From an optimization exercise on the open Yosys and OpenROAD flow, aimed at a short achievable clock period and few clock cycles; shortcuts taken in it are not production practice. In this exercise RTL edits were held to simulation tests only and were not proved equivalent to the original. Power is estimated from default activity; no workload was simulated.

**config.mk**
```make
export PLATFORM = sky130hd
export DESIGN_NAME = cpu_core
export DESIGN_NICKNAME = cpu_core
export VERILOG_FILES = /design/flow/design.v
export SDC_FILE = /design/flow/constraint.sdc
export NUM_CORES = 4
export LEC_CHECK = 0
export ABC_CLOCK_PERIOD_IN_PS = 3000
export CAP_MARGIN = 20
export CORE_MARGIN = 2
export CORE_UTILIZATION = 40
export PLACE_DENSITY = 0.6
export SETUP_SLACK_MARGIN = 4.0
export SLEW_MARGIN = 20
export TNS_END_PERCENT = 30
```
**constraint.sdc**
```tcl
create_clock -name core_clock -period 7.5 [get_ports {clk}]
set_input_delay 1.5000 -clock core_clock [delete_from_list [all_inputs] [get_ports {clk}]]
set_output_delay 1.5000 -clock core_clock [all_outputs]
set_load 0.01 [all_outputs]
```
**design.v**
```verilog
`timescale 1ns/100ps
package cpu_pkg;
    localparam int XLEN       = 32;
    localparam int REG_ADDR_W = 5;
    typedef logic [XLEN-1:0]       word_t;
    typedef logic [REG_ADDR_W-1:0] reg_addr_t;
    localparam logic [5:0] OP_RTYPE = 6'h00;
    localparam logic [5:0] OP_J     = 6'h02;
    localparam logic [5:0] OP_BEQ   = 6'h04;
    localparam logic [5:0] OP_BNE   = 6'h05;
    localparam logic [5:0] OP_ADDI  = 6'h08;
    localparam logic [5:0] OP_ADDIU = 6'h09;
    localparam logic [5:0] OP_SLTI  = 6'h0A;
    localparam logic [5:0] OP_SLTIU = 6'h0B;
    localparam logic [5:0] OP_ANDI  = 6'h0C;
    localparam logic [5:0] OP_ORI   = 6'h0D;
    localparam logic [5:0] OP_XORI  = 6'h0E;
    localparam logic [5:0] OP_LUI   = 6'h0F;
    localparam logic [5:0] OP_LW    = 6'h23;
    localparam logic [5:0] OP_SW    = 6'h2B;
    localparam int R_ADD = 0;   
    localparam int R_SLT = 1;   
    localparam int R_AND = 2;
    localparam int R_OR  = 3;
    localparam int R_XOR = 4;
    localparam int R_NOR = 5;
    localparam int R_SL  = 6;   
    localparam int R_SR  = 7;   
    localparam int R_N   = 8;
endpackage
`timescale 1ns/100ps
module add32 (
    input  logic [31:0] a,
    input  logic [31:0] b,
    input  logic        cin,
    output logic [31:0] s,
    output logic        cout
);
    logic [31:0] g [0:5];
    logic [31:0] p [0:5];
    always_comb begin
        g[0] = a & b;
        p[0] = a ^ b;
        g[0][0] = (a[0] & b[0]) | (cin & (a[0] ^ b[0]));
        for (int l = 1; l <= 5; l++) begin
            for (int i = 0; i < 32; i++) begin
                if (i >= (1 << (l - 1))) begin
                    g[l][i] = g[l-1][i] | (p[l-1][i] & g[l-1][i - (1 << (l - 1))]);
                    p[l][i] = p[l-1][i] & p[l-1][i - (1 << (l - 1))];
                end else begin
                    g[l][i] = g[l-1][i];
                    p[l][i] = p[l-1][i];
                end
            end
        end
        s    = p[0] ^ {g[5][30:0], cin};
        cout = g[5][31];
    end
endmodule
module alu (
    input  logic [cpu_pkg::R_N-1:0] sel,
    input  logic                    sub,       
    input  logic                    sgn,       
    input  cpu_pkg::word_t          a,
    input  cpu_pkg::word_t          b,
    input  logic [4:0]              sh,        
    output cpu_pkg::word_t          y
);
    logic [31:0] sum;
    logic        cout;
    logic        lt;
    cpu_pkg::word_t sl, sr;
    add32 add_i (
        .a    (a),
        .b    (sub ? ~b : b),
        .cin  (sub),
        .s    (sum),
        .cout (cout)
    );
    assign lt  = sgn ? ((a[31] ^ b[31]) ? a[31] : sum[31]) : ~cout;
    assign sl  = b << sh;
    assign sr  = $signed({sgn & b[31], b}) >>> sh;
    always_comb begin
        y = ({32{sel[cpu_pkg::R_ADD]}} & sum)
          | ({32{sel[cpu_pkg::R_SLT]}} & {31'b0, lt})
          | ({32{sel[cpu_pkg::R_AND]}} & (a & b))
          | ({32{sel[cpu_pkg::R_OR]}}  & (a | b))
          | ({32{sel[cpu_pkg::R_XOR]}} & (a ^ b))
          | ({32{sel[cpu_pkg::R_NOR]}} & ~(a | b))
          | ({32{sel[cpu_pkg::R_SL]}}  & sl)
          | ({32{sel[cpu_pkg::R_SR]}}  & sr);
    end
endmodule
`timescale 1ns/100ps
module regfile (
    input  logic               clk,
    input  logic               rst,
    input  cpu_pkg::reg_addr_t raddr1,
    input  cpu_pkg::reg_addr_t raddr2,
    output cpu_pkg::word_t     rdata1,
    output cpu_pkg::word_t     rdata2,
    input  logic               we,
    input  cpu_pkg::reg_addr_t waddr,
    input  cpu_pkg::word_t     wdata
);
    logic [31:0] regs [1:31];
    always_ff @(posedge clk) begin
        if (rst) begin
            for (int i = 1; i < 32; i++) regs[i] <= '0;
        end else if (we && waddr != '0) begin
            regs[waddr] <= wdata;
        end
    end
    function automatic logic [31:0] read_port(input logic [4:0] addr);
        if (addr == '0) read_port = '0;
        else if (we && addr == waddr) read_port = wdata;
        else read_port = regs[addr];
    endfunction
    assign rdata1 = read_port(raddr1);
    assign rdata2 = read_port(raddr2);
endmodule
`timescale 1ns/100ps
`timescale 1ns/100ps
`timescale 1ns/100ps
`timescale 1ns/100ps
module cpu_core (
    input  logic               clk,
    input  logic               rst,
    output logic [31:0]        imem_addr,
    input  logic [31:0]        imem_rdata,
    output logic               dmem_we,
    output logic [31:0]        dmem_addr,
    output logic [31:0]        dmem_wdata,
    input  logic [31:0]        dmem_rdata
);
    logic [31:2] pc;
    logic        e_wr, e_ld, e_st, e_br, e_bne, e_pred;
    logic [4:0]  e_dst;
    logic [cpu_pkg::R_N-1:0] e_sel;
    logic        e_sub, e_sgn;
    logic [31:0] e_a, e_b, e_s;         
    logic [4:0]  e_sh;                  
    logic        e_shv;                 
    logic        e_fa, e_fb, e_fs;      
    logic [31:2] e_alt;                 
    logic        e_back;                
    logic        m_wr, m_ld, m_st;
    logic [4:0]  m_dst;
    logic [31:0] m_res, m_sd;
    logic [31:0] wb_data;
    logic        wb_we;
    logic [31:0] ir;
    logic [5:0]  op, fn;
    logic [4:0]  rs, rt, rd;
    logic [15:0] imm;
    assign ir  = imem_rdata;
    assign op  = ir[31:26];
    assign fn  = ir[5:0];
    assign rs  = ir[25:21];
    assign rt  = ir[20:16];
    assign rd  = ir[15:11];
    assign imm = ir[15:0];
    logic d_rtype, d_rt_ok, d_imm_alu, d_lw, d_sw, d_beq, d_bne, d_j, d_lui;
    logic d_wr, d_use_rs, d_use_rt, d_sub, d_sgn, d_shift, d_shv, d_zext;
    logic [cpu_pkg::R_N-1:0] d_sel;
    logic [4:0] d_dst;
    assign d_rtype   = (op == cpu_pkg::OP_RTYPE);
    assign d_lw      = (op == cpu_pkg::OP_LW);
    assign d_sw      = (op == cpu_pkg::OP_SW);
    assign d_beq     = (op == cpu_pkg::OP_BEQ);
    assign d_bne     = (op == cpu_pkg::OP_BNE);
    assign d_j       = (op == cpu_pkg::OP_J);
    assign d_imm_alu = (op[5:3] == 3'b001);
    assign d_lui     = (op == cpu_pkg::OP_LUI);
    assign d_zext    = (op == cpu_pkg::OP_ANDI) || (op == cpu_pkg::OP_ORI) || (op == cpu_pkg::OP_XORI);
    always_comb begin
        d_rt_ok = 1'b0;
        d_sel   = '0;
        d_sub   = 1'b0;
        d_sgn   = 1'b0;
        d_shift = 1'b0;
        d_shv   = fn[2];
        if (d_rtype) begin
            d_rt_ok = 1'b1;
            case (fn)
                6'h00, 6'h04: begin d_sel[cpu_pkg::R_SL] = 1'b1; d_shift = 1'b1; end
                6'h02, 6'h06: begin d_sel[cpu_pkg::R_SR] = 1'b1; d_shift = 1'b1; end
                6'h03, 6'h07: begin d_sel[cpu_pkg::R_SR] = 1'b1; d_shift = 1'b1; d_sgn = 1'b1; end
                6'h20, 6'h21: d_sel[cpu_pkg::R_ADD] = 1'b1;
                6'h22, 6'h23: begin d_sel[cpu_pkg::R_ADD] = 1'b1; d_sub = 1'b1; end
                6'h24: d_sel[cpu_pkg::R_AND] = 1'b1;
                6'h25: d_sel[cpu_pkg::R_OR]  = 1'b1;
                6'h26: d_sel[cpu_pkg::R_XOR] = 1'b1;
                6'h27: d_sel[cpu_pkg::R_NOR] = 1'b1;
                6'h2A: begin d_sel[cpu_pkg::R_SLT] = 1'b1; d_sub = 1'b1; d_sgn = 1'b1; end
                6'h2B: begin d_sel[cpu_pkg::R_SLT] = 1'b1; d_sub = 1'b1; end
                default: d_rt_ok = 1'b0;    
            endcase
        end else if (d_imm_alu) begin
            case (op)
                cpu_pkg::OP_SLTI:  begin d_sel[cpu_pkg::R_SLT] = 1'b1; d_sub = 1'b1; d_sgn = 1'b1; end
                cpu_pkg::OP_SLTIU: begin d_sel[cpu_pkg::R_SLT] = 1'b1; d_sub = 1'b1; end
                cpu_pkg::OP_ANDI:  d_sel[cpu_pkg::R_AND] = 1'b1;
                cpu_pkg::OP_ORI:   d_sel[cpu_pkg::R_OR]  = 1'b1;
                cpu_pkg::OP_XORI:  d_sel[cpu_pkg::R_XOR] = 1'b1;
                cpu_pkg::OP_LUI:   d_sel[cpu_pkg::R_OR]  = 1'b1;   
                default:           d_sel[cpu_pkg::R_ADD] = 1'b1;
            endcase
        end else if (d_lw || d_sw) begin
            d_sel[cpu_pkg::R_ADD] = 1'b1;
        end
    end
    assign d_wr     = d_rt_ok || d_imm_alu || d_lw;
    assign d_dst    = d_rtype ? rd : rt;
    assign d_use_rs = (d_rt_ok && !(d_shift && !d_shv)) || (d_imm_alu && !d_lui) || d_lw || d_sw
                   || d_beq || d_bne;
    assign d_use_rt = d_rt_ok || d_beq || d_bne;
    logic [31:0] rf_a, rf_b;
    regfile regfile_i (
        .clk    (clk),
        .rst    (rst),
        .raddr1 (rs),
        .raddr2 (rt),
        .rdata1 (rf_a),
        .rdata2 (rf_b),
        .we     (wb_we),
        .waddr  (m_dst),
        .wdata  (wb_data)
    );
    logic stall;
    assign stall = 1'b0;
    logic [31:2] pc4, btarget, jtarget;
    logic        mispredict;
    logic        d_pred;
    assign pc4     = pc + 30'd1;
    assign btarget = pc4 + {{14{imm[15]}}, imm};
    assign jtarget = {pc4[31:28], ir[25:0]};
    localparam int BHT_W = 8;
    logic [1:0]       bht [2**BHT_W];
    logic [1:0]       bht_q;
    logic [BHT_W-1:0] e_bidx;
    logic [1:0]       e_ctr;
    logic             e_taken;
    assign bht_q  = bht[pc[BHT_W+1:2]];
    assign d_pred = imm[15] ^ bht_q[1];
    logic             u_v, u_up;
    logic [BHT_W-1:0] u_idx;
    logic [1:0]       u_ctr;
    always_ff @(posedge clk) begin
        u_v   <= e_br && !rst;
        u_up  <= e_taken ^ e_back;
        u_idx <= e_bidx;
        u_ctr <= e_ctr;
        if (rst) begin
            for (int i = 0; i < 2**BHT_W; i++) bht[i] <= 2'b01;
        end else if (u_v) begin
            if (u_up) begin
                bht[u_idx] <= (u_ctr == 2'b11) ? 2'b11 : u_ctr + 2'd1;
            end else begin
                bht[u_idx] <= (u_ctr == 2'b00) ? 2'b00 : u_ctr - 2'd1;
            end
        end
    end
    always_ff @(posedge clk) begin
        if (rst) begin
            pc <= '0;
        end else if (mispredict) begin
            pc <= e_alt;
        end else if (!stall) begin
            if (d_j) pc <= jtarget;
            else if ((d_beq || d_bne) && d_pred) pc <= btarget;
            else pc <= pc4;
        end
    end
    assign imem_addr = {pc, 2'b00};
    logic kill;
    assign kill = rst || mispredict || stall;
    always_ff @(posedge clk) begin
        e_wr  <= d_wr && !kill;
        e_ld  <= d_lw && !kill;
        e_st  <= d_sw && !kill;
        e_br  <= (d_beq || d_bne) && !kill;
        e_bne <= d_bne;
        e_pred <= d_pred;
        e_bidx <= pc[BHT_W+1:2];
        e_ctr  <= bht_q;
        e_back <= imm[15];
        e_dst <= d_dst;
        e_sel <= d_sel;
        e_sub <= d_sub;
        e_sgn <= d_sgn;
        e_sh  <= ir[10:6];
        e_shv <= d_shv;
        e_a   <= d_lui ? 32'd0 : rf_a;
        e_b   <= d_rt_ok || d_beq || d_bne ? rf_b
               : d_lui  ? {imm, 16'h0000}
               : d_zext ? {16'h0000, imm}
               :          {{16{imm[15]}}, imm};
        e_s   <= rf_b;
        e_fa  <= e_wr && (e_dst != 5'd0) && (e_dst == rs) && !d_lui;
        e_fb  <= e_wr && (e_dst != 5'd0) && (e_dst == rt) && (d_rt_ok || d_beq || d_bne);
        e_fs  <= e_wr && (e_dst != 5'd0) && (e_dst == rt);
        e_alt <= d_pred ? pc4 : btarget;
    end
    logic [31:0] xa, xb, xs, y;
    assign xa = e_fa ? wb_data : e_a;
    assign xb = e_fb ? wb_data : e_b;
    assign xs = e_fs ? wb_data : e_s;
    alu alu_i (
        .sel (e_sel),
        .sub (e_sub),
        .sgn (e_sgn),
        .a   (xa),
        .b   (xb),
        .sh  (e_shv ? xa[4:0] : e_sh),
        .y   (y)
    );
    assign e_taken    = (xa == xb) ^ e_bne;
    assign mispredict = e_br && (e_taken != e_pred);
    always_ff @(posedge clk) begin
        m_wr  <= e_wr && !rst;
        m_ld  <= e_ld && !rst;
        m_st  <= e_st && !rst;
        m_dst <= e_dst;
        m_res <= y;
        m_sd  <= xs;
    end
    assign dmem_we    = m_st;
    assign dmem_addr  = m_res;
    assign dmem_wdata = m_sd;
    assign wb_we   = m_wr;
    assign wb_data = m_ld ? dmem_rdata : m_res;
endmodule
```
**run.sh**
```bash
#!/bin/bash
# synth_recipe.tcl (not shown) runs the flow's synth.tcl, then flattens the netlist and writes it again
# the make line also repeats each setting of config.mk as NAME=value (left out here)
make -C /OpenROAD-flow-scripts/flow DESIGN_CONFIG=/design/flow/config.mk WORK_HOME=/design/flow/orfs CLKGATE_MAP_FILE= SYNTH_SCRIPT=/design/flow/synth_recipe.tcl finish
```
==> results of run 1 <==
-- kinds of logic (layout without fill, tap and decap cells) --
kind of cell,after synthesis,count (layout)
fa+ha+maj,129,129
xor+xnor,119,119
buf+inv,976,1286
compound gates,1450,1450
simple gates,2549,2558
mux,1089,1090
flops,1817,1817
other cells,1,66
-- cells in the mapped netlist (all sizes together) (8+ instances only) --
master   instances  area, µm²
a211o            8       70.1
a211oi         119        893
a21o           341       2560
a21oi          269       1350
a221oi          87        762
a22oi          123        923
a311oi           9       78.8
a31oi           19        119
and2            21        131
and3            30        188
buf            152        827
clkbuf         670       2520
dfxtp          281       5630
edfxtp        1536      46100
ha             125       1560
inv            152        571
mux2           130       1510
mux2i          382       3860
mux4           577      13000
nand2          262        983
nand2b          51        319
nand3          345       1730
nand3b           8       60.1
nand4           27        169
nor2          1379       5180
nor2b           54        340
nor3           300       1510
nor4            21        131
o2111ai         12        105
o211ai          72        541
o21a            17        128
o21ai          269       1380
o21bai          10       75.1
o22ai           11       68.8
o311ai          18        158
o31ai           11       82.6
or2             12       75.1
or3             15       93.8
xnor2           72        631
xor2            46        403
-- final timing paths --
check	slack, ps	cells after the start	to
worst min-delay path	330	0	u_idx[4]$_DFF_P_
worst max-delay path	3330	16	pc[30]$_SDFF_PP0_
worst max register to register	3330	16	pc[30]$_SDFF_PP0_
worst min register to register	330	0	u_idx[4]$_DFF_P_
-- routing by layer --
| metal | track usage (%) | vias up | share of wire (%) |
|---|---|---|---|
| met5 | 0 | - | 0.012 |
| met4 | 19.2 | 10 | 7.4 |
| met3 | 7.36 | 1311 | 12 |
| met2 | 48.2 | 5767 | 46 |
| met1 | 38.3 | 38944 | 35 |
| li1 | - | 31163 | - |
-- power by group --
group          switching, mW  internal [mW]  total (mW)  leakage [nW]
clock network           4.29           5.45        9.74          3.09
registers              0.250           11.3        11.6          17.3
logic                   2.89           1.85        4.74          20.4
-- repair_timing --
| item | in CTS | in global routing |
|---|---|---|
| gates resized for setup | 456 | 202 |
| endpoints found under the hold margin | 0 | 0 |
| buffers inserted | 235 | 75 |
| cloned | 27 | 12 |
| setup endpoints to repair | 359 | 574 |
| pin swaps | 113 | 94 |
-- registers in the layout, indices dropped and copies added (netlist names), 2 cells and up --
name            cells
pc                 30
e_dst               5
e_sel               8
e_sh                5
u_idx               8
e_b                32
e_bidx              8
e_alt              30
u_ctr               2
e_a                32
m_sd               32
e_s                32
bht               512
e_ctr               2
m_dst               5
m_res              32
regfile_i.regs   1024
-- layout by cell type, fill, tap and decap left out, types with 113 or more instances in the layout --
cell type        count
a21o_1             319
mux2_2             113
nand3_1            334
mux2i_1            342
nor3_1             286
nand2_1            211
clkbuf_16          213
o21ai_0            202
nor2_1            1334
mux4_2             573
edfxtp_1          1536
clkdlybuf4s50_1    117
dfxtp_1            270
buf_4              459
a21oi_1            238
inv_1              136
-- cell type report --
class | instances | area (µm²)
clock inverters | 103 | 920
multi-input cells | 5380 | 45400
repair buffers | 768 | 8050
fillers | 21417 | 127000
inverters | 154 | 592
diodes | 32 | 80.1
clock buffers | 261 | 5440
well taps | 3202 | 4010
flip-flops and latches | 1817 | 51800
-- metrics by stage --
| stage | hold WS [ps] | utilization, % |
|---|---|---|
| finish | 327 | 47.8 |
| global route | 335 | 47.8 |
| CTS | 326 | 47.1 |
| detailed placement | 313 | 42.6 |
| global placement | 310 | 42.6 |
| floorplan | 310 | - |
==> run_results.csv, run 1 <==
group,metric,value,unit
status,status,"no timing/DRC/antenna violations",
clocking,postCtsHoldBufs,0,
critical_path,cp_max_fo,4,
detailed_routing,wl_per_cell,33.8,µm
detailed_routing,dr.pass1.iters,7,
critical_path,end_kind,"flip-flop",
sta,slew_violations,0,
clocking,cts_buffers,196,
detailed_routing,antenna_left,0,
critical_path,path_class,"flip-flop to flip-flop",
synth,synth_flop_cell,"edfxtp_1",
synth,synth_xor_area_share,1.08,%
critical_path,cp-start-kind,"flip-flop",
synth,yosysWarningCount,6,
placed_design,dp_cells,10970,
detailed_routing,drt_wl_total,396,mm
placed_design,pre_cts_slack,1100,ps
global_routing,grt_pass1_vias,75119,
critical_path,critical_path_required,8260,ps
floorplanning,dieArea,248000,µm²
global_routing,grt.total_usage,30.7,%
synth,synthMuxAreaShare,18.8,%
synth,synth_seq_cells,1817,
floorplanning,fp.dieW,498,µm
synth,synthAdderAreaFrac,1.66,%
clocking,clk_latency,880,ps
critical_path,critPathTopFamily,"compound AO/OA/AOI/OAI gates",
detailed_routing,route.detailed.drc,0,
synth,syn-cell-area,97700,µm²
detailed_routing,vias,77195,
sta,fin_crit,4170,ps
global_routing,antenna_found_initial,27,
floorplanning,io_pins,163,
synth,avgSynthCellArea,12.0,µm²
synth,synthArstFlopShare,0,%
sta,setup_slack,3330,ps
worst_hold_path,min_from,"e_bidx[4]$_DFF_P_",
clocking,cts.sinks,1817,
critical_path,cp-startpoint,"pc[2]$_SDFF_PP0_",
placed_design,portBuffers,160,
sta,skew,69.3,ps
critical_path,max_stage_delay,440,ps
synth,ys_types,94,
layout,drive_gt1_share,25.2,%
detailed_routing,vias_per_cell,6.59,
global_routing,gr-total-overflow,0,
sta,slew_headroom,7.05,%
synth,synth_cells,8130,
pwr,power_density,224,nW/µm²
layout,fin_nets,8510,
critical_path,worstPathCellList,"buf_16, and4_4, nand4_1, or2_4, nor2_4, xnor2_2, inv_2, ha_4, and3_4, o21a_1, a211oi_2, o31ai_4, o2111a_1, o41a_1, a311o_1, a311o_1",
sta,finalSetupViolations,0,
critical_path,crit_path_frequent_cell,"a311o_1",
sta,min_period_over_period,55.5,%
critical_path,worstPathArrival,4930,ps
synth,synthSimpleGateAreaFrac,11.4,%
floorplanning,coreArea,243000,µm²
floorplanning,fp.dieH,498,µm
critical_path,crit_buf_inv,2,
sta,worst_pin_slew,1390,ps
detailed_routing,drt_iter0_drc,11290,
layout,design_area,116000,µm²
synth,ys_seq_area_share,53.0,%
critical_path,slowest_stage,"o41a_1",
pwr,p_leak,40.8,nW
synth,synth-edff-count,1536,
placed_design,place.gp.congestion,1.01,
critical_path,rr_startpoint,"pc[2]$_SDFF_PP0_",
layout,instances_no_fill,11717,
placed_design,hpwlAfterDp,233,mm
job,maxCapViolations,0,
worst_hold_path,hold_path.class,"flip-flop to flip-flop",
floorplanning,start_util,40.2,%
clocking,htree_levels,4,
global_routing,grt_pass1_wl,552,mm
clocking,cts_root_buf,"clkbuf_16",
sta,clock.fmax,240,MHz
sta,finalSetupTns,0,ps
pwr,finalPower,26.1,mW
synth,synth_top_family_by_area,"multiplexers",
sta,rsz0062_at_grt,"yes",
placed_design,placed_area,103000,µm²
synth,synth_compound_area_share,10.0,%
clocking,tritoncts,"done",
clocking,clkSlewWorstSetupHoldPaths,70,ps
layout,syn_to_final_growth,19.0,%
clocking,clockBufferDepth,3,
sta,finalHoldViolCount,0,
floorplanning,row_count,181,
global_routing,grt_max_degree,168,
pwr,ir_worst_vdd,0.000191,V
Testbench counts, summed over its fixed seeds: cycles 177,597.
==> run 2: changes to the inputs <==
--- a/design.v
+++ b/design.v
@@ -82,11 +82,12 @@
     assign sr  = $signed({sgn & b[31], b}) >>> sh;
+    cpu_pkg::word_t rest;
     always_comb begin
-        y = ({32{sel[cpu_pkg::R_ADD]}} & sum)
-          | ({32{sel[cpu_pkg::R_SLT]}} & {31'b0, lt})
-          | ({32{sel[cpu_pkg::R_AND]}} & (a & b))
-          | ({32{sel[cpu_pkg::R_OR]}}  & (a | b))
-          | ({32{sel[cpu_pkg::R_XOR]}} & (a ^ b))
-          | ({32{sel[cpu_pkg::R_NOR]}} & ~(a | b))
-          | ({32{sel[cpu_pkg::R_SL]}}  & sl)
-          | ({32{sel[cpu_pkg::R_SR]}}  & sr);
+        rest = ({32{sel[cpu_pkg::R_SLT]}} & {31'b0, lt})
+             | ({32{sel[cpu_pkg::R_AND]}} & (a & b))
+             | ({32{sel[cpu_pkg::R_OR]}}  & (a | b))
+             | ({32{sel[cpu_pkg::R_XOR]}} & (a ^ b))
+             | ({32{sel[cpu_pkg::R_NOR]}} & ~(a | b))
+             | ({32{sel[cpu_pkg::R_SL]}}  & sl)
+             | ({32{sel[cpu_pkg::R_SR]}}  & sr);
+        y = ({32{sel[cpu_pkg::R_ADD]}} & sum) | rest;
     end
@@ -235,3 +236,6 @@
     assign pc4     = pc + 30'd1;
-    assign btarget = pc4 + {{14{imm[15]}}, imm};
+    logic [31:0] bt_s;
+    logic        bt_c;
+    add32 bt_i (.a ({2'b00, pc}), .b ({{16{imm[15]}}, imm}), .cin (1'b1), .s (bt_s), .cout (bt_c));
+    assign btarget = bt_s[29:0];
     assign jtarget = {pc4[31:28], ir[25:0]};
==> run_results.csv, run 2 <==
group,metric,value,unit
sta,rsz0062_at_grt,"yes",
job,maxCapViolations,0,
critical_path,critical_path_required,8280,ps
placed_design,pre_cts_slack,1390,ps
detailed_routing,dr.pass1.iters,7,
pwr,switchingPower,7.47,mW
floorplanning,start_util,40.1,%
synth,avgSynthCellArea,12.1,µm²
critical_path,cp_max_fo,6,
sta,setup_slack,3420,ps
pwr,seqPwrFrac,44.7,%
synth,synth_cells,8039,
pwr,power_density,225,nW/µm²
layout,final_common_cell,"edfxtp_1",
clocking,clk_latency,880,ps
clocking,cts_root_buf,"clkbuf_16",
sta,worst_pin_slew,1160,ps
detailed_routing,wl_per_cell,33.4,µm
clocking,cts.sinks,1817,
pwr,p_sw_share,28.7,%
detailed_routing,route.detailed.drc,0,
synth,synth-edff-count,1536,
placed_design,portBuffers,160,
sta,finalSetupViolations,0,
layout,largest-register,"regfile_i.regs",
synth,yosysWarningCount,6,
clocking,clkSlewWorstSetupHoldPaths,70,ps
synth,synth_common_cells,"edfxtp_1 (1536), nor2_1 (1312), clkbuf_1 (666)",
pwr,p_int,18.5,mW
layout,largest_register_ffs,1024,
synth,synthArstFlopShare,0,%
synth,ys_top_cells_by_area,"edfxtp_1 (47%), mux4_2 (13%), dfxtp_1 (5.8%)",
synth,synth_flop_cell,"edfxtp_1",
layout,drive_gt1_share,23.8,%
clocking,htree_levels,4,
global_routing,antenna_found_initial,12,
floorplanning,io_pins,163,
placed_design,place.gp.congestion,0.954,
synth,syn-cell-area,97400,µm²
detailed_routing,antenna_left,0,
pwr,pwr-share-comb,18.2,%
detailed_routing,vias_per_cell,6.51,
synth,synth_seq_cells,1817,
sta,skew,101,ps
floorplanning,fp.dieW,498,µm
floorplanning,dieArea,248000,µm²
status,status,"no timing/DRC/antenna violations",
sta,fin_crit,4080,ps
detailed_routing,drt_iter0_drc,11295,
sta,slew_violations,0,
synth,yosys.area.top_type_share,47.3,%
layout,largestRegisters,"regfile_i.regs: 1024 flops, bht: 512 flops",
global_routing,grt_max_degree,196,
synth,yosys.area.top_type,"edfxtp_1",
critical_path,end_kind,"flip-flop",
placed_design,hpwlAfterDp,224,mm
clocking,cts_buffers,197,
synth,yosys.cell_count.top_type,"edfxtp_1",
floorplanning,row_count,181,
critical_path,worstPathArrival,4860,ps
global_routing,grt_pass1_wl,538,mm
sta,min_period_over_period,54.4,%
floorplanning,coreArea,243000,µm²
worst_hold_path,hold_path.class,"flip-flop to flip-flop",
sta,slew_headroom,22.4,%
critical_path,cp-start-kind,"flip-flop",
pwr,p_leak,40.7,nW
critical_path,path_class,"flip-flop to flip-flop",
clocking,tritoncts,"done",
pwr,ir_worst_vdd,0.000210,V
layout,fin_nets,8378,
detailed_routing,vias,75211,
synth,ys_types,88,
sta,finalHoldViolCount,0,
global_routing,grt_pass1_vias,73009,
global_routing,gr-total-overflow,0,
floorplanning,fp.dieH,498,µm
sta,clock.fmax,245,MHz
layout,layout.cells.most_common_list,"edfxtp_1 (1536), nor2_1 (1278), mux4_2 (569)",
global_routing,grt.total_usage,30.0,%
pwr,clkPwrFrac,37.1,%
clocking,clockBufferDepth,3,
sta,finalSetupTns,0,ps
layout,syn_to_final_growth,18.2,%
detailed_routing,drt_wl_total,385,mm
synth,ys_seq_area_share,53.1,%
[run 2: changes by cell type after synthesis, sizes merged, moves of 21 or more]
cell and delta:
nor2 -66, a22oi -39, nand2 +112, a211oi -44, inv -30, mux2i +125
o21ai -65, mux2 -21
[run 2: final timing paths]
check | startpoint | end | slack, ps | cells after the start
worst min register to register | e_bidx[7]$_DFF_P_ | u_idx[7]$_DFF_P_ | 320 | 0
worst max-delay path | m_ld$_DFF_P_ | m_res[21]$_DFF_P_ | 3420 | 19
worst min-delay path | e_bidx[7]$_DFF_P_ | u_idx[7]$_DFF_P_ | 320 | 0
worst max register to register | m_ld$_DFF_P_ | m_res[21]$_DFF_P_ | 3420 | 19
[run 2: per-stage QoR]
stage	instance area (µm²)	std cells	hold slack, ps	util, %	power (mW)
floorplan	98700	8072	310	-	14.3
global placement	103000	10842	310	42.4	15.7
detailed placement	103000	10843	313	42.4	15.7
CTS	114000	11484	319	47.0	25.8
global route	115000	11554	330	47.4	26.6
finish	115000	11557	323	47.4	26.0
[run 2: critical path, stage by stage (launching register included)]
cell,delay [ps]
dfxtp_4,500
buf_12,150
buf_16,160
buf_6,120
mux2i_4,300
buf_6,150
inv_4,40
mux2i_4,190
buf_6,150
xnor2_4,120
ha_4,240
o211ai_1,120
a21oi_2,90
a2111o_1,400
o221a_4,250
o41ai_4,410
buf_4,180
buf_4,100
xnor2_1,60
a211o_1,250
[run 2: repair_timing]
action | in CTS | in global routing
pin swaps | 105 | 41
setup endpoints to repair | 496 | 713
buffers inserted | 243 | 59
gates cloned | 33 | 9
gates resized for setup | 428 | 101
hold buffers | 0 | 0
[run 2: metal layers]
metal,track usage (%),part of all wire [%]
met1,38.3,36
met2,47.1,46
met3,6.32,11
met4,17.8,6.9
met5,0,0.0070
[run 2: cell type report]
| type | count | area [µm²] |
|---|---|---|
| Antenna cell | 4 | 10.0 |
| Clock buffer | 241 | 5210 |
| Clock inverter | 124 | 1060 |
| Fill cell | 21384 | 128000 |
| Inverter | 123 | 497 |
| Multi-Input combinational cell | 5318 | 44800 |
| Sequential cell | 1817 | 51800 |
| Tap cell | 3202 | 4010 |
| Timing Repair Buffer | 728 | 7870 |
[run 2: cell families (layout without fill, tap and decap cells)]
kind of cell | Yosys count | count (layout) | synth area share, %
compound gates | 1304 | 1305 | 9.18
xor+xnor | 129 | 129 | 1.16
fa+ha+maj | 129 | 129 | 1.67
buf+inv | 948 | 1216 | 3.92
flops | 1817 | 1817 | 53.1
mux | 1185 | 1186 | 19.8
other cells | 1 | 38 | 0.00385
simple gates | 2526 | 2535 | 11.1
[run 2: power by group through the flow]
stage | Clock [mW] | Combinational (mW) | Sequential (mW)
final | 9.62 | 4.74 | 11.6
after global routing | 10.0 | 4.90 | 11.6
after CTS | 9.66 | 4.51 | 11.6
after detailed placement | 0 | 3.86 | 11.8
after global placement | 0 | 3.85 | 11.8
after floorplan | 0 | 2.55 | 11.7
Testbench counts of run 2, summed over its fixed seeds: cycles 177,597.
==> run 3: changes to the inputs <==
--- a/design.v
+++ b/design.v
@@ -148,2 +148,3 @@
     logic        m_wr, m_ld, m_st;
+    logic        sq;                    
     logic [4:0]  m_dst;
@@ -253,3 +254,3 @@
     always_ff @(posedge clk) begin
-        u_v   <= e_br && !rst;
+        u_v   <= e_br && !sq && !rst;
         u_up  <= e_taken ^ e_back;
@@ -280,3 +281,3 @@
     logic kill;
-    assign kill = rst || mispredict || stall;
+    assign kill = rst || stall;
     always_ff @(posedge clk) begin
@@ -303,5 +304,5 @@
         e_s   <= rf_b;
-        e_fa  <= e_wr && (e_dst != 5'd0) && (e_dst == rs) && !d_lui;
-        e_fb  <= e_wr && (e_dst != 5'd0) && (e_dst == rt) && (d_rt_ok || d_beq || d_bne);
-        e_fs  <= e_wr && (e_dst != 5'd0) && (e_dst == rt);
+        e_fa  <= e_wr && !sq && (e_dst != 5'd0) && (e_dst == rs) && !d_lui;
+        e_fb  <= e_wr && !sq && (e_dst != 5'd0) && (e_dst == rt) && (d_rt_ok || d_beq || d_bne);
+        e_fs  <= e_wr && !sq && (e_dst != 5'd0) && (e_dst == rt);
         e_alt <= d_pred ? pc4 : btarget;
@@ -322,7 +323,8 @@
     assign e_taken    = (xa == xb) ^ e_bne;
-    assign mispredict = e_br && (e_taken != e_pred);
+    assign mispredict = e_br && !sq && (e_taken != e_pred);
     always_ff @(posedge clk) begin
-        m_wr  <= e_wr && !rst;
-        m_ld  <= e_ld && !rst;
-        m_st  <= e_st && !rst;
+        m_wr  <= e_wr && !rst && !sq;
+        m_ld  <= e_ld && !rst && !sq;
+        m_st  <= e_st && !rst && !sq;
+        sq    <= mispredict && !rst;
         m_dst <= e_dst;
==> run_results.csv, run 3 <==
group,metric,value,unit
pwr,finalPower,26.1,mW
synth,yosys.cell_count.top_type,"edfxtp_1",
sta,rsz0062_at_grt,"yes",
sta,finalSetupViolations,0,
synth,ys_seq_area_share,53.2,%
clocking,cts_buffers,197,
synth,synth_flop_cell,"edfxtp_1",
sta,setup_slack,3500,ps
layout,largest-register,"regfile_i.regs",
synth,synth_common_cells,"edfxtp_1 (1536), nor2_1 (1364), clkbuf_1 (644)",
layout,fin_util,47.0,%
global_routing,grt_pass1_wl,550,mm
synth,synthArstFlopShare,0,%
detailed_routing,dr.pass1.iters,8,
layout,drive_gt1_share,22.6,%
clocking,tritoncts,"done",
synth,yosysWarningCount,6,
global_routing,grt_max_degree,149,
worst_hold_path,hold_path.class,"flip-flop to flip-flop",
pwr,p_leak,39.8,nW
sta,finalSetupTns,0,ps
global_routing,grt.total_usage,30.7,%
critical_path,cp_max_fo,6,
sta,fin_crit,4000,ps
clocking,cts.sinks,1818,
detailed_routing,antenna_left,0,
detailed_routing,wl_per_cell,34.4,µm
placed_design,hpwlAfterDp,228,mm
floorplanning,start_util,40.1,%
global_routing,gr-total-overflow,0,
critical_path,worstRegToRegCells,17,
clocking,cts_root_buf,"clkbuf_16",
layout,largestRegisters,"regfile_i.regs: 1024 flops, bht: 512 flops",
layout,layout.cells.most_common_list,"edfxtp_1 (1536), nor2_1 (1330), mux4_2 (569)",
synth,synth-edff-count,1536,
job,maxCapViolations,0,
pwr,power_density,229,nW/µm²
status,status,"no timing/DRC/antenna violations",
synth,avgSynthCellArea,12.1,µm²
detailed_routing,vias,75694,
global_routing,grt_pass1_vias,74163,
detailed_routing,vias_per_cell,6.60,
placed_design,pre_cts_slack,1310,ps
synth,yosys.area.top_type_share,47.4,%
sta,slew_violations,0,
floorplanning,coreArea,243000,µm²
synth,syn-cell-area,97300,µm²
sta,clock.fmax,250,MHz
floorplanning,dieArea,247000,µm²
placed_design,place.gp.congestion,0.962,
critical_path,worstPathArrival,4770,ps
layout,fin_nets,8293,
detailed_routing,drt_wl_total,394,mm
synth,ys_types,89,
critical_path,path_class,"primary input to flip-flop",
synth,yosys.area.top_type,"edfxtp_1",
floorplanning,fp.dieW,497,µm
sta,skew,77.8,ps
synth,synth_cells,8078,
floorplanning,row_count,181,
sta,worst_pin_slew,1180,ps
clocking,postCtsHoldBufs,0,
pwr,ir_worst_vdd,0.000209,V
synth,ys_top_cells_by_area,"edfxtp_1 (47%), mux4_2 (13%), dfxtp_1 (5.8%)",
detailed_routing,drt_iter0_drc,11742,
pwr,p_sw_share,28.4,%
pwr,p_int,18.7,mW
clocking,clk_latency,880,ps
critical_path,end_kind,"flip-flop",
layout,final_common_cell,"edfxtp_1",
clocking,clkSlewWorstSetupHoldPaths,60,ps
pwr,switchingPower,7.41,mW
critical_path,cp-start-kind,"primary input",
sta,min_period_over_period,53.4,%
clocking,htree_levels,4,
sta,slew_headroom,21.1,%
floorplanning,io_pins,163,
pwr,pwr-share-comb,17.4,%
pwr,clkPwrFrac,38.2,%
critical_path,critical_path_required,8270,ps
layout,largest_register_ffs,1024,
pwr,seqPwrFrac,44.4,%
placed_design,portBuffers,160,
synth,synth_seq_cells,1818,
clocking,clockBufferDepth,3,
layout,syn_to_final_growth,17.0,%
sta,finalHoldViolCount,0,
worst_hold_path,hold_depth,0,
floorplanning,fp.dieH,497,µm
global_routing,antenna_found_initial,8,
detailed_routing,route.detailed.drc,0,
-- run 3: changes by cell type in the layout (fill, tap and decap cells not counted), sizes merged, moves of 24 or more --
cell    before   now
nand2      374   239
a22oi       84   108
o21ai      204   263
nor2      1314  1365
mux2i      508   380
clkinv     103    74
buf        554   422
clkbuf     247   278
nor2b       40    67
a211oi      75   134
a21oi      258   293
-- run 3: power by group through the flow --
| stage | Sequential, mW | Combinational (mW) | Clock, mW |
|---|---|---|---|
| after floorplan | 11.7 | 2.51 | 0 |
| after global placement | 11.8 | 3.84 | 0 |
| after detailed placement | 11.8 | 3.84 | 0 |
| after CTS | 11.6 | 4.31 | 9.98 |
| after global routing | 11.6 | 4.69 | 10.4 |
| final | 11.6 | 4.53 | 9.95 |
-- run 3: through the flow --
| stage | instance area [µm²] | hold WS (ps) | cells |
|---|---|---|---|
| after floorplan | 98500 | 310 | 8111 |
| after CTS | 113000 | 328 | 11422 |
| after global placement | 103000 | 310 | 10875 |
| after global routing | 114000 | 329 | 11474 |
| after detailed placement | 103000 | 312 | 10879 |
| final | 114000 | 326 | 11475 |
-- run 3: cell type report --
cell class / instances / area [µm²]
Fill cell: 21452 / 129000
Sequential cell: 1818 / 51800
Clock inverter: 97 / 966
Tap cell: 3202 / 4010
Clock buffer: 272 / 5570
Inverter: 133 / 527
Timing Repair Buffer: 590 / 6420
Multi-Input combinational cell: 5360 / 44600
Antenna cell: 3 / 7.51
-- run 3: worst max-delay path, cell delays in order --
cell,delay (ps)
clkdlybuf4s50_1,510
mux2i_4,100
a21o_4,250
ha_4,260
nor4_4,140
nand4_1,410
nor2_2,340
xnor3_2,340
nor2_4,270
buf_6,140
buf_6,80
buf_6,90
buf_6,110
a21oi_2,50
o22ai_1,150
-- run 3: worst paths after layout --
path / start / to / slack (ps)
worst min register to register: e_bidx[3]$_DFF_P_ / u_idx[3]$_DFF_P_ / 330
worst max-delay path: dmem_rdata[25] / pc[4]$_SDFF_PP0_ / 3500
worst max register to register: m_ld$_DFF_P_ / pc[4]$_SDFF_PP0_ / 3510
worst min-delay path: e_bidx[3]$_DFF_P_ / u_idx[3]$_DFF_P_ / 330
-- run 3: cell families (layout without fill, tap and decap cells) --
kind of cell / count (synthesis) / after routing / share of synthesized area [%]
multiplexers: 1079 / 1079 / 18.7
buffers and inverters: 946 / 1092 / 3.90
adder cells (fa/ha/maj): 129 / 130 / 1.67
AO/OA/AOI/OAI: 1458 / 1458 / 10.1
XOR/XNOR: 127 / 127 / 1.16
other: 1 / 37 / 0.00385
AND/OR/NAND/NOR: 2520 / 2532 / 11.3
flip-flops: 1818 / 1818 / 53.2
-- run 3: what timing repair did --
item / CTS / global route
setup endpoints to repair: 451 / 586
buffers inserted: 147 / 41
gates cloned: 27 / 9
pin swaps: 128 / 46
endpoints found under the hold margin: 0 / 0
resized for setup: 378 / 84
-- run 3: metal layers --
metal,vias to the layer above,global-route usage (%),wire [µm]
met3,1180,6.56,43900
met2,5314,48.0,179000
met5,-,0,81
met1,38556,39.4,144000
li1,30634,-,-
met4,10,18.0,27200
Testbench counts of run 3, summed over its fixed seeds: cycles 177,597.
==> run 4: changes to the inputs <==
==> flow/run.sh (new file) <==
#!/bin/bash
# The standard layout (standard.sh), with the port buffers made of plain
# sky130_fd_sc_hd__buf_4 cells instead of the default delay-buffer cell.
# The whole make output goes to flow.log in this folder; ORFS keeps each
# step's own log under orfs/logs/.
set -euo pipefail
bash standard.sh "BUFFER_PORTS_ARGS=-buffer_cell sky130_fd_sc_hd__buf_4" finish > flow.log 2>&1
==> standard.sh (new file) <==
#!/bin/bash
# synth_recipe.tcl (not shown) runs the flow's synth.tcl, then flattens the netlist and writes it again
# the make line also repeats each setting of config.mk as NAME=value (left out here)
make -C /OpenROAD-flow-scripts/flow DESIGN_CONFIG=/design/flow/config.mk WORK_HOME=/design/flow/orfs CLKGATE_MAP_FILE= SYNTH_SCRIPT=/design/flow/synth_recipe.tcl "${@:-finish}"
removed: run.sh
==> run_results.csv, run 4 <==
group,metric,value,unit
status,status,"no timing/DRC/antenna violations",
clocking,htree_levels,4,
layout,syn_to_final_growth,17.3,%
layout,largestRegisters,"regfile_i.regs: 1024 flops, bht: 512 flops",
sta,slew_violations,0,
floorplanning,fp.dieW,497,µm
detailed_routing,vias,75893,
global_routing,grt_max_degree,155,
placed_design,place.gp.congestion,0.990,
synth,yosys.area.top_type,"edfxtp_1",
synth,yosys.cell_count.top_type,"edfxtp_1",
synth,synth_flop_cell,"edfxtp_1",
sta,clock.fmax,249,MHz
layout,final_common_cell,"edfxtp_1",
global_routing,grt_pass1_wl,542,mm
synth,synth-edff-count,1536,
layout,largest-register,"regfile_i.regs",
floorplanning,coreArea,243000,µm²
floorplanning,io_pins,163,
detailed_routing,dr.pass1.iters,8,
placed_design,pre_cts_slack,1590,ps
detailed_routing,drt_wl_total,389,mm
sta,rsz0062_at_grt,"yes",
layout,fin_nets,8330,
detailed_routing,drt_iter0_drc,11077,
pwr,clkPwrFrac,37.9,%
pwr,pwr-share-comb,17.6,%
detailed_routing,wl_per_cell,33.8,µm
clocking,clkSlewWorstSetupHoldPaths,60,ps
floorplanning,dieArea,247000,µm²
sta,slew_headroom,24.2,%
floorplanning,fp.dieH,497,µm
clocking,cts_root_buf,"clkbuf_16",
clocking,tritoncts,"done",
pwr,power_density,228,nW/µm²
sta,worst_pin_slew,1130,ps
sta,finalSetupTns,0,ps
sta,setup_slack,3480,ps
sta,finalHoldViolCount,0,
placed_design,hpwlAfterDp,221,mm
layout,multi_input_area,44300,µm²
layout,regArea,51800,µm²
pwr,ir_worst_vdd,0.000256,V
synth,synth_seq_cells,1818,
synth,yosysWarningCount,6,
critical_path,cp-start-kind,"flip-flop",
synth,ys_top_cells_by_area,"edfxtp_1 (47%), mux4_2 (13%), dfxtp_1 (5.8%)",
pwr,seqPwrFrac,44.5,%
pwr,p_int,18.6,mW
layout,fin_util,47.1,%
clocking,cts.sinks,1818,
synth,yosys.area.top_type_share,47.4,%
synth,synth_cells,8078,
clocking,clockBufferDepth,3,
synth,synthAdderAreaFrac,1.67,%
detailed_routing,route.detailed.drc,0,
sta,skew,103,ps
global_routing,gr-total-overflow,0,
synth,syn-cell-area,97300,µm²
layout,largest_register_ffs,1024,
detailed_routing,vias_per_cell,6.60,
synth,ys_seq_area_share,53.2,%
detailed_routing,antenna_left,0,
worst_hold_path,hold_path.class,"flip-flop to flip-flop",
critical_path,cp_max_fo,6,
pwr,switchingPower,7.44,mW
global_routing,grt.total_usage,30.2,%
synth,synth_xor_area_share,1.16,%
placed_design,portBuffers,160,
critical_path,path_class,"flip-flop to flip-flop",
critical_path,worstPathArrival,4810,ps
floorplanning,start_util,40.1,%
layout,fillers,21398,
critical_path,end_kind,"flip-flop",
synth,ys_types,89,
critical_path,critical_path_required,8290,ps
floorplanning,row_count,181,
synth,synth_compound_area_share,10.1,%
sta,finalSetupViolations,0,
synth,synth_top_family_by_area,"multiplexers",
global_routing,grt_pass1_vias,73777,
layout,layout.cells.most_common_list,"edfxtp_1 (1536), nor2_1 (1327), mux4_2 (569)",
clocking,cts_buffers,197,
clocking,postCtsHoldBufs,0,
synth,synthMuxAreaShare,18.7,%
pwr,p_leak,40.3,nW
sta,fin_crit,4020,ps
layout,drive_gt1_share,24.4,%
job,maxCapViolations,0,
sta,min_period_over_period,53.6,%
synth,synthArstFlopShare,0,%
global_routing,antenna_found_initial,11,
pwr,p_sw_share,28.6,%
clocking,clk_latency,920,ps
synth,avgSynthCellArea,12.1,µm²
synth,synthSimpleGateAreaFrac,11.3,%
synth,synth_common_cells,"edfxtp_1 (1536), nor2_1 (1364), clkbuf_1 (644)",
## run 4: metal layers
layer  global-route usage, %  wire (µm)  vias to the layer above
met3                    6.82      44600                     1302
met5                       0         46                        -
met2                    47.2     177000                     5489
met4                    20.2      30600                        8
met1                    37.7     137000                    38401
li1                        -          -                    30693
## run 4: logic make-up after synthesis
logic type,after synthesis
fa+ha+maj,129
mux,1079
other cells,1
xor+xnor,127
compound gates,1458
flops,1818
buf+inv,946
simple gates,2520
## run 4: critical path: stages, from the launching register on
cell	delay, ps
dfxtp_4	350
buf_12	180
buf_16	150
buf_12	100
mux2i_4	260
buf_12	180
inv_8	30
mux2i_4	180
xnor2_1	150
ha_2	300
a211o_1	250
a21o_1	200
a221oi_4	360
o22ai_2	130
nor2_4	230
o21ai_1	100
a21o_1	210
xor2_1	160
a2111o_1	390
## run 4: power by group through the flow
stage                     logic [mW]  registers [mW]  clock network (mW)
after floorplan                 2.51            11.7                   0
after global placement          3.74            11.8                   0
after detailed placement        3.76            11.8                   0
after CTS                       4.31            11.6                9.91
after global routing            4.73            11.6                10.3
final                           4.59            11.6                9.87
## run 4: layout make-up
class,count,share of cell area (%)
Tap cell,3202,3.51
Sequential cell,1818,45.4
Clock inverter,89,0.890
Clock buffer,269,4.80
Multi-Input combinational cell,5358,38.8
Antenna cell,4,0.00877
Inverter,133,0.461
Timing Repair Buffer,629,6.15
## run 4: worst paths after layout
kind                      from  depth (start not counted)  slack, ps           endpoint
max               m_ld$_DFF_P_                         18       3480  m_res[27]$_DFF_P_
min reg2reg  e_bidx[4]$_DFF_P_                          0        330   u_idx[4]$_DFF_P_
max reg2reg       m_ld$_DFF_P_                         18       3480  m_res[27]$_DFF_P_
min          e_bidx[4]$_DFF_P_                          0        330   u_idx[4]$_DFF_P_
## run 4: timing repair
action | CTS | global route
cloned | 44 | 9
endpoints found under the setup margin | 451 | 743
gates resized for setup | 350 | 78
setup buffers | 160 | 27
pin swaps | 81 | 25
## run 4: metrics by stage
| step | total power, mW | cells | hold slack [ps] | cell area [µm²] |
|---|---|---|---|---|
| floorplan | 14.2 | 8111 | 310 | 98500 |
| CTS | 25.8 | 11462 | 326 | 113000 |
| global placement | 15.5 | 10899 | 310 | 103000 |
| global route | 26.6 | 11500 | 329 | 114000 |
| finish | 26.0 | 11502 | 327 | 114000 |
| detailed placement | 15.5 | 10900 | 312 | 103000 |

[afterwards: timing with drivers on the ports]
How much do the figures lean on ideal ports? The routed layouts below were timed once more, with nothing changed but the port constraints.
Step 1, drivers: a clkbuf_16 drives clk and a buf_2 each remaining input, both assumed.
Step 2 moves the port delays by t, midway between the first and last clock arrival at a register: inputs arrive t later, outputs are due t later. That takes back most of the time a late clock gives input paths.
Slacks: ideal ports / drivers / drivers and shift; pairs: ideal ports / drivers.
run | t (ns) | slack for setup (ns) | latest minus earliest clock arrival (ns)
run 1 | 0.928 | 3.335 / 3.335 / 2.465 | 0.070 / 0.069
run 2 | 0.914 | 3.418 / 3.418 / 2.567 | 0.102 / 0.102
run 3 | 0.940 | 3.497 / 3.510 / 2.629 | 0.086 / 0.086
run 4 | 0.944 | 3.479 / 3.479 / 2.678 | 0.104 / 0.104
After both steps setup and hold are still met in every run listed. The setup slack of run 1, which loses most, moves by 0.000 ns with the drivers and by -0.870 ns with both steps.
